Background: an optimization exercise with open tools, aiming at small area, a short achievable clock period and few clock cycles per item. Do not read the settings as production practice.
At most, simulation tests tie the RTL to the original design; equivalence was not proved.
Power is estimated from default activity; no workload was simulated.

==> flow/design.v <==
`default_nettype none
package fifo_hexdump_pkg;
    localparam int BUF_BIT_AW  = 13;                   
    localparam int BUF_BYTE_AW = 10;                   
    localparam logic [7:0] CHAR_CR    = 8'h0D;
    localparam logic [7:0] CHAR_LF    = 8'h0A;
    localparam logic [7:0] CHAR_SPACE = 8'h20;
    localparam logic [3:0] P_IDLE  = 4'd0;             
    localparam logic [3:0] P_TITLE = 4'd1;             
    localparam logic [3:0] P_HI    = 4'd2;             
    localparam logic [3:0] P_LO    = 4'd3;             
    localparam logic [3:0] P_SP    = 4'd4;             
    localparam logic [3:0] P_CR    = 4'd5;             
    localparam logic [3:0] P_LF    = 4'd6;
    localparam logic [3:0] P_CR2   = 4'd7;             
    localparam logic [3:0] P_LF2   = 4'd8;
    localparam logic [3:0] P_DONE  = 4'd9;             
endpackage
`default_nettype wire
`timescale 1ns/1ns
`default_nettype none
module sipo_buffer #(
    parameter int NBYTES = 480
) (
    input  wire                                        MCLK,
    input  wire                                        buf_wr_en_n,
    input  wire  [fifo_hexdump_pkg::BUF_BIT_AW-1:0]    buf_wr_addr,
    input  wire                                        buf_wr_bit,
    input  wire  [fifo_hexdump_pkg::BUF_BYTE_AW-1:0]   rd_addr,
    output logic [7:0]                                 rd_data
);
    localparam int AW = fifo_hexdump_pkg::BUF_BYTE_AW;
    logic [AW-1:0] na;
    assign na = !buf_wr_en_n ? buf_wr_addr[fifo_hexdump_pkg::BUF_BIT_AW-1:3] : rd_addr;
    localparam int NB = (NBYTES + 7) / 8;
    logic [7:0]    p0_n;
    logic [NB-1:0] blk;
    logic [7:0]    wsel;             
    logic          w_d;
    always_ff @(posedge MCLK) begin
        for (int i = 0; i < 8; i++) begin
            p0_n[i] <= (na[2:0] != 3'(i));
            wsel[i] <= !buf_wr_en_n && (buf_wr_addr[2:0] == 3'(7 - i));
        end
        for (int j = 0; j < NB; j++) blk[j] <= (na[AW-1:3] == (AW-3)'(j));
        w_d <= buf_wr_bit;
    end
    logic [NB-1:0] blk_n;
    assign blk_n = ~blk;
    logic [NBYTES-1:0] rsel;
    for (genvar r = 0; r < NBYTES; r++) begin : g_sel
        assign rsel[r] = !(p0_n[r % 8] | blk_n[r / 8]);
    end
    logic [8*NBYTES-1:0] store;
    localparam int NG = (NB + 2) / 3;
    logic [3*NG-1:0] gblk;
    always_comb begin
        gblk = '0;
        for (int j = 0; j < NB; j++) gblk[j] = blk[j];
    end
    logic [7:0] lane [8];
    for (genvar i = 0; i < 8; i++) begin : g_lane
        logic [24*NG-1:0] gdat;
        logic [8*NG-1:0]  gy_n;
        always_comb begin
            gdat = '0;
            for (int j = 0; j < NB; j++)
                if (8*j + i < NBYTES) gdat[8*j +: 8] = store[8*(8*j + i) +: 8];
        end
        for (genvar g = 0; g < NG; g++) begin : g_rd
            rd_group u_rd (
                .sel (gblk[3*g +: 3]),
                .d   (gdat[24*g +: 24]),
                .y_n (gy_n[8*g +: 8])
            );
        end
        always_comb begin
            lane[i] = '0;
            for (int g = 0; g < NG; g++) lane[i] = lane[i] | ~gy_n[8*g +: 8];
        end
    end
    always_comb begin
        rd_data = '0;
        for (int i = 0; i < 8; i++) rd_data = rd_data | (lane[i] & {8{!p0_n[i]}});
    end
    logic [7:0] wbyte;
    for (genvar c = 0; c < 8; c++) begin : g_merge
        assign wbyte[c] = wsel[c] ? w_d : rd_data[c];
    end
    for (genvar r = 0; r < NBYTES; r++) begin : g_row
        always_ff @(posedge MCLK) begin
            if (rsel[r]) store[8*r +: 8] <= wbyte;
        end
    end
endmodule
module rd_group (
    input  wire  [2:0]  sel,
    input  wire  [23:0] d,
    output logic [7:0]  y_n
);
    assign y_n = ~((d[7:0] & {8{sel[0]}}) | (d[15:8] & {8{sel[1]}}) | (d[23:16] & {8{sel[2]}}));
endmodule
`default_nettype wire
`timescale 1ns/1ns
`default_nettype none
module text_rom (
    input  wire        boot,
    input  wire  [4:0] idx,
    output logic [7:0] ch
);
    localparam logic [32*8-1:0] BOOT_TITLE = {"BUBBLE MEMORY BOOT LOADER DUMP", 8'h0D, 8'h0A};
    localparam logic [12*8-1:0] USER_TITLE = "USER PAGE 0x";
    always_comb begin
        if (boot) ch = BOOT_TITLE[8*(31 - idx) +: 8];
        else if (idx < 5'd12) ch = USER_TITLE[8*(11 - idx) +: 8];
        else ch = fifo_hexdump_pkg::CHAR_SPACE;
    end
endmodule
`default_nettype wire
`timescale 1ns/1ns
`default_nettype none
module fifo_writer (
    input  wire        MCLK,
    input  wire        rst,
    input  wire        go,           
    input  wire        rel,          
    input  wire  [7:0] ch,           
    input  wire        txe_n,
    output logic       adv,          
    output logic [7:0] fifo_data,
    output logic       wr_n
);
    logic lo2;
    assign adv = !wr_n && !lo2;
    always_ff @(posedge MCLK) begin
        if (rst) begin
            wr_n <= 1'b1;
            lo2  <= 1'b0;
        end else if (!wr_n) begin
            wr_n <= lo2;
            lo2  <= !lo2;
        end else if (go && !rel && !txe_n) begin
            wr_n <= 1'b0;
        end
    end
    always_ff @(posedge MCLK) begin
        fifo_data[6:0] <= ch[6:0];
    end
    assign fifo_data[7] = 1'b0;      
endmodule
`default_nettype wire
`timescale 1ns/1ns
`default_nettype none
module message_sequencer #(
    parameter int BOOT_LINES     = 30,
    parameter int USER_LINES     = 8,
    parameter int BYTES_PER_LINE = 16
) (
    input  wire                                        MCLK,
    input  wire                                        rst,
    input  wire                                        send_boot_n,
    input  wire                                        send_user_n,
    input  wire                                        fifo_en_n,
    input  wire  [11:0]                                rel_page,
    output logic [fifo_hexdump_pkg::BUF_BYTE_AW-1:0]   rd_addr,
    input  wire  [7:0]                                 rd_data,
    input  wire                                        adv,
    output logic                                       go,
    output logic [7:0]                                 ch
);
    localparam int AW         = fifo_hexdump_pkg::BUF_BYTE_AW;
    localparam int BOOT_BYTES = BOOT_LINES * BYTES_PER_LINE;
    localparam int USER_BYTES = USER_LINES * BYTES_PER_LINE;
    localparam int BPL_W      = $clog2(BYTES_PER_LINE);
    logic [3:0]    pos;
    logic          boot;
    logic [4:0]    ti;
    logic [AW-1:0] b;
    assign rd_addr = b;
    logic req, rel;
    assign rel = send_boot_n && send_user_n;
    assign req = !rel && !fifo_en_n;
    logic last_title, line_end, dump_end;
    assign last_title = boot ? (ti == 5'd31) : (ti == 5'd16);
    assign line_end   = (b[BPL_W-1:0] == '0);            
    assign dump_end   = (b == (boot ? AW'(BOOT_BYTES) : AW'(USER_BYTES)));
    always_ff @(posedge MCLK) begin
        if (rst || rel) begin
            pos <= fifo_hexdump_pkg::P_IDLE;
        end else if (pos == fifo_hexdump_pkg::P_IDLE) begin
            if (req) begin
                pos  <= fifo_hexdump_pkg::P_TITLE;
                boot <= !send_boot_n;
                ti   <= '0;
                b    <= '0;
            end
        end else if (adv) begin
            case (pos)
                fifo_hexdump_pkg::P_TITLE: begin
                    ti <= ti + 5'd1;
                    if (last_title) pos <= fifo_hexdump_pkg::P_HI;
                end
                fifo_hexdump_pkg::P_HI: pos <= fifo_hexdump_pkg::P_LO;
                fifo_hexdump_pkg::P_LO: begin
                    b   <= b + AW'(1);                       
                    pos <= fifo_hexdump_pkg::P_SP;
                end
                fifo_hexdump_pkg::P_SP: pos <= line_end ? fifo_hexdump_pkg::P_CR : fifo_hexdump_pkg::P_HI;
                fifo_hexdump_pkg::P_CR:  pos <= fifo_hexdump_pkg::P_LF;
                fifo_hexdump_pkg::P_LF:  pos <= dump_end ? fifo_hexdump_pkg::P_CR2 : fifo_hexdump_pkg::P_HI;
                fifo_hexdump_pkg::P_CR2: pos <= fifo_hexdump_pkg::P_LF2;
                default:                 pos <= fifo_hexdump_pkg::P_DONE;
            endcase
        end
    end
    assign go = (pos == fifo_hexdump_pkg::P_IDLE) ? req : (pos != fifo_hexdump_pkg::P_DONE);
    function automatic logic [7:0] hexc(input logic [3:0] n);
        hexc = (n < 4'd10) ? (8'h30 + {4'h0, n}) : (8'h37 + {4'h0, n});
    endfunction
    logic [7:0] title_ch;
    text_rom u_text_rom (
        .boot (boot),
        .idx  (ti),
        .ch   (title_ch)
    );
    logic [7:0] user_tail;
    always_comb begin
        case (ti)
            5'd12:   user_tail = hexc(rel_page[11:8]);
            5'd13:   user_tail = hexc(rel_page[7:4]);
            5'd14:   user_tail = hexc(rel_page[3:0]);
            5'd15:   user_tail = fifo_hexdump_pkg::CHAR_CR;
            default: user_tail = fifo_hexdump_pkg::CHAR_LF;
        endcase
    end
    always_comb begin
        case (pos)
            fifo_hexdump_pkg::P_IDLE:  ch = send_boot_n ? "U" : "B";         
            fifo_hexdump_pkg::P_TITLE: ch = (boot || ti < 5'd12) ? title_ch : user_tail;
            fifo_hexdump_pkg::P_HI:    ch = hexc(rd_data[7:4]);
            fifo_hexdump_pkg::P_LO:    ch = hexc(rd_data[3:0]);
            fifo_hexdump_pkg::P_SP:    ch = fifo_hexdump_pkg::CHAR_SPACE;
            fifo_hexdump_pkg::P_CR,
            fifo_hexdump_pkg::P_CR2:   ch = fifo_hexdump_pkg::CHAR_CR;
            default:                   ch = fifo_hexdump_pkg::CHAR_LF;
        endcase
    end
endmodule
`default_nettype wire
`timescale 1ns/1ns
`default_nettype none
module fifo_hexdump_top #(
    parameter int BOOT_LINES     = 30,
    parameter int USER_LINES     = 8,
    parameter int BYTES_PER_LINE = 16
) (
    input  wire                                  MCLK,
    input  wire                                  rst,
    input  wire                                  buf_wr_en_n,
    input  wire  [fifo_hexdump_pkg::BUF_BIT_AW-1:0] buf_wr_addr,
    input  wire                                  buf_wr_bit,
    input  wire                                  send_boot_n,
    input  wire                                  send_user_n,
    input  wire  [11:0]                          rel_page,
    input  wire                                  fifo_en_n,
    input  wire                                  txe_n,
    output logic [7:0]                           fifo_data,
    output logic                                 wr_n
);
    localparam int MAX_LINES = (BOOT_LINES > USER_LINES) ? BOOT_LINES : USER_LINES;
    logic [fifo_hexdump_pkg::BUF_BYTE_AW-1:0] rd_addr;
    logic [7:0]                               rd_data;
    logic                                     go;
    logic                                     adv;
    logic [7:0]                               ch;
    sipo_buffer #(
        .NBYTES (MAX_LINES * BYTES_PER_LINE)
    ) u_sipo_buffer (
        .MCLK        (MCLK),
        .buf_wr_en_n (buf_wr_en_n),
        .buf_wr_addr (buf_wr_addr),
        .buf_wr_bit  (buf_wr_bit),
        .rd_addr     (rd_addr),
        .rd_data     (rd_data)
    );
    message_sequencer #(
        .BOOT_LINES     (BOOT_LINES),
        .USER_LINES     (USER_LINES),
        .BYTES_PER_LINE (BYTES_PER_LINE)
    ) u_message_sequencer (
        .MCLK        (MCLK),
        .rst         (rst),
        .send_boot_n (send_boot_n),
        .send_user_n (send_user_n),
        .fifo_en_n   (fifo_en_n),
        .rel_page    (rel_page),
        .rd_addr     (rd_addr),
        .rd_data     (rd_data),
        .adv         (adv),
        .go          (go),
        .ch          (ch)
    );
    fifo_writer u_fifo_writer (
        .MCLK      (MCLK),
        .rst       (rst),
        .go        (go),
        .rel       (send_boot_n && send_user_n),
        .ch        (ch),
        .txe_n     (txe_n),
        .adv       (adv),
        .fifo_data (fifo_data),
        .wr_n      (wr_n)
    );
endmodule
`default_nettype wire
Settings: LEC_CHECK=0, ABC_CLOCK_PERIOD_IN_PS=5000, CAP_MARGIN=20, CORE_MARGIN=2, CORE_UTILIZATION=70, CTS_CLUSTER_DIAMETER=80, CTS_CLUSTER_SIZE=28, PLACE_DENSITY=0.78, SLEW_MARGIN=20, SYNTH_HIERARCHICAL=1, SYNTH_MINIMUM_KEEP_SIZE=0; clock period 25.0 ns.
standard.sh (not shown) runs the stock make flow with config.mk's settings and CLKGATE_MAP_FILE= SYNTH_SCRIPT=/design/flow/synth_recipe.tcl, a recipe that flattens the netlist after the stock synthesis.
==> flow/flow/run.sh <==
#!/bin/bash
# The standard ORFS flow (the standard.sh, unchanged synthesis), with the
# timing repair after CTS and after global routing asked to keep a setup
# margin, so that it works on the paths that set the achieved period.
set -euo pipefail
bash standard.sh SETUP_SLACK_MARGIN=19.0 finish > run_standard.log 2>&1
Then changed:
--- a/flow/design.v
+++ b/flow/design.v
@@ -31,23 +31,25 @@
 );
     localparam int AW = fifo_hexdump_pkg::BUF_BYTE_AW;
     logic [AW-1:0] na;
     assign na = !buf_wr_en_n ? buf_wr_addr[fifo_hexdump_pkg::BUF_BIT_AW-1:3] : rd_addr;
-    localparam int NB = (NBYTES + 7) / 8;
-    logic [7:0]    p0_n;
-    logic [NB-1:0] blk;
-    logic [7:0]    wsel;             
-    logic          w_d;
+    logic [7:0] p0_n, p1_n, p2_n;    
+    logic [7:0] wsel;                
+    logic       w_d;
     always_ff @(posedge MCLK) begin
         for (int i = 0; i < 8; i++) begin
             p0_n[i] <= (na[2:0] != 3'(i));
+            p1_n[i] <= (na[5:3] != 3'(i));
+            p2_n[i] <= (na[9:6] != 4'(i));
             wsel[i] <= !buf_wr_en_n && (buf_wr_addr[2:0] == 3'(7 - i));
         end
-        for (int j = 0; j < NB; j++) blk[j] <= (na[AW-1:3] == (AW-3)'(j));
         w_d <= buf_wr_bit;
     end
+    localparam int NB = (NBYTES + 7) / 8;
     logic [NB-1:0] blk_n;
-    assign blk_n = ~blk;
+    for (genvar j = 0; j < NB; j++) begin : g_blk
+        assign blk_n[j] = p1_n[j % 8] | p2_n[j / 8];
+    end
     logic [NBYTES-1:0] rsel;
     for (genvar r = 0; r < NBYTES; r++) begin : g_sel
         assign rsel[r] = !(p0_n[r % 8] | blk_n[r / 8]);
     end
@@ -55,9 +57,9 @@
     localparam int NG = (NB + 2) / 3;
     logic [3*NG-1:0] gblk;
     always_comb begin
         gblk = '0;
-        for (int j = 0; j < NB; j++) gblk[j] = blk[j];
+        for (int j = 0; j < NB; j++) gblk[j] = !blk_n[j];
     end
     logic [7:0] lane [8];
     for (genvar i = 0; i < 8; i++) begin : g_lane
         logic [24*NG-1:0] gdat;
Outcome: Power climbs by 0.59%; critical path depth does not change; final area drops by 1.2%; wire length climbs by 8.1%; die area drops by 1.1%; worst setup slack gets worse by 0.028 ns; via count climbs by 1.1%; synthesized area drops by 1.1%; register-to-register slack gets worse by 0.25 ns; clock power barely changes.
Testbench counts after the change, summed over its fixed seeds: cycles 57,008, chars 18,976.
For the first run of this note, only the layout was checked, not whether the RTL still works.

## separate check: timing with driven ports
No port has a modelled driver above. Below, the same layouts with a new extraction and two added sets of constraints.
Step 1: set_driving_cell puts a clkbuf_16 on MCLK and a buf_2 on each other input, an assumption about the parent block.
Step 2 times the ports against the registers' clock, not the clock port: input delays grow and output delays shrink by t, the midpoint of the rising clock arrivals with the driver on.
a / b / c = no drivers / after step 1 / after step 2; a / b = the first two.
run	t (ns)	setup slack, ns	worst setup path at the end	worst register clock-pin slew, ns	worst slew at a driven data input, ns
the first run	0.955	18.690 / 18.594 / 18.227	input to register	0.11 / 0.11	0.09
the second run	0.961	18.663 / 18.581 / 18.157	input to register	0.11 / 0.11	0.17
After both steps setup and hold are still met in every run listed. The setup slack of the second run, which loses most, moves by -0.082 ns with the drivers and by -0.506 ns with both steps.
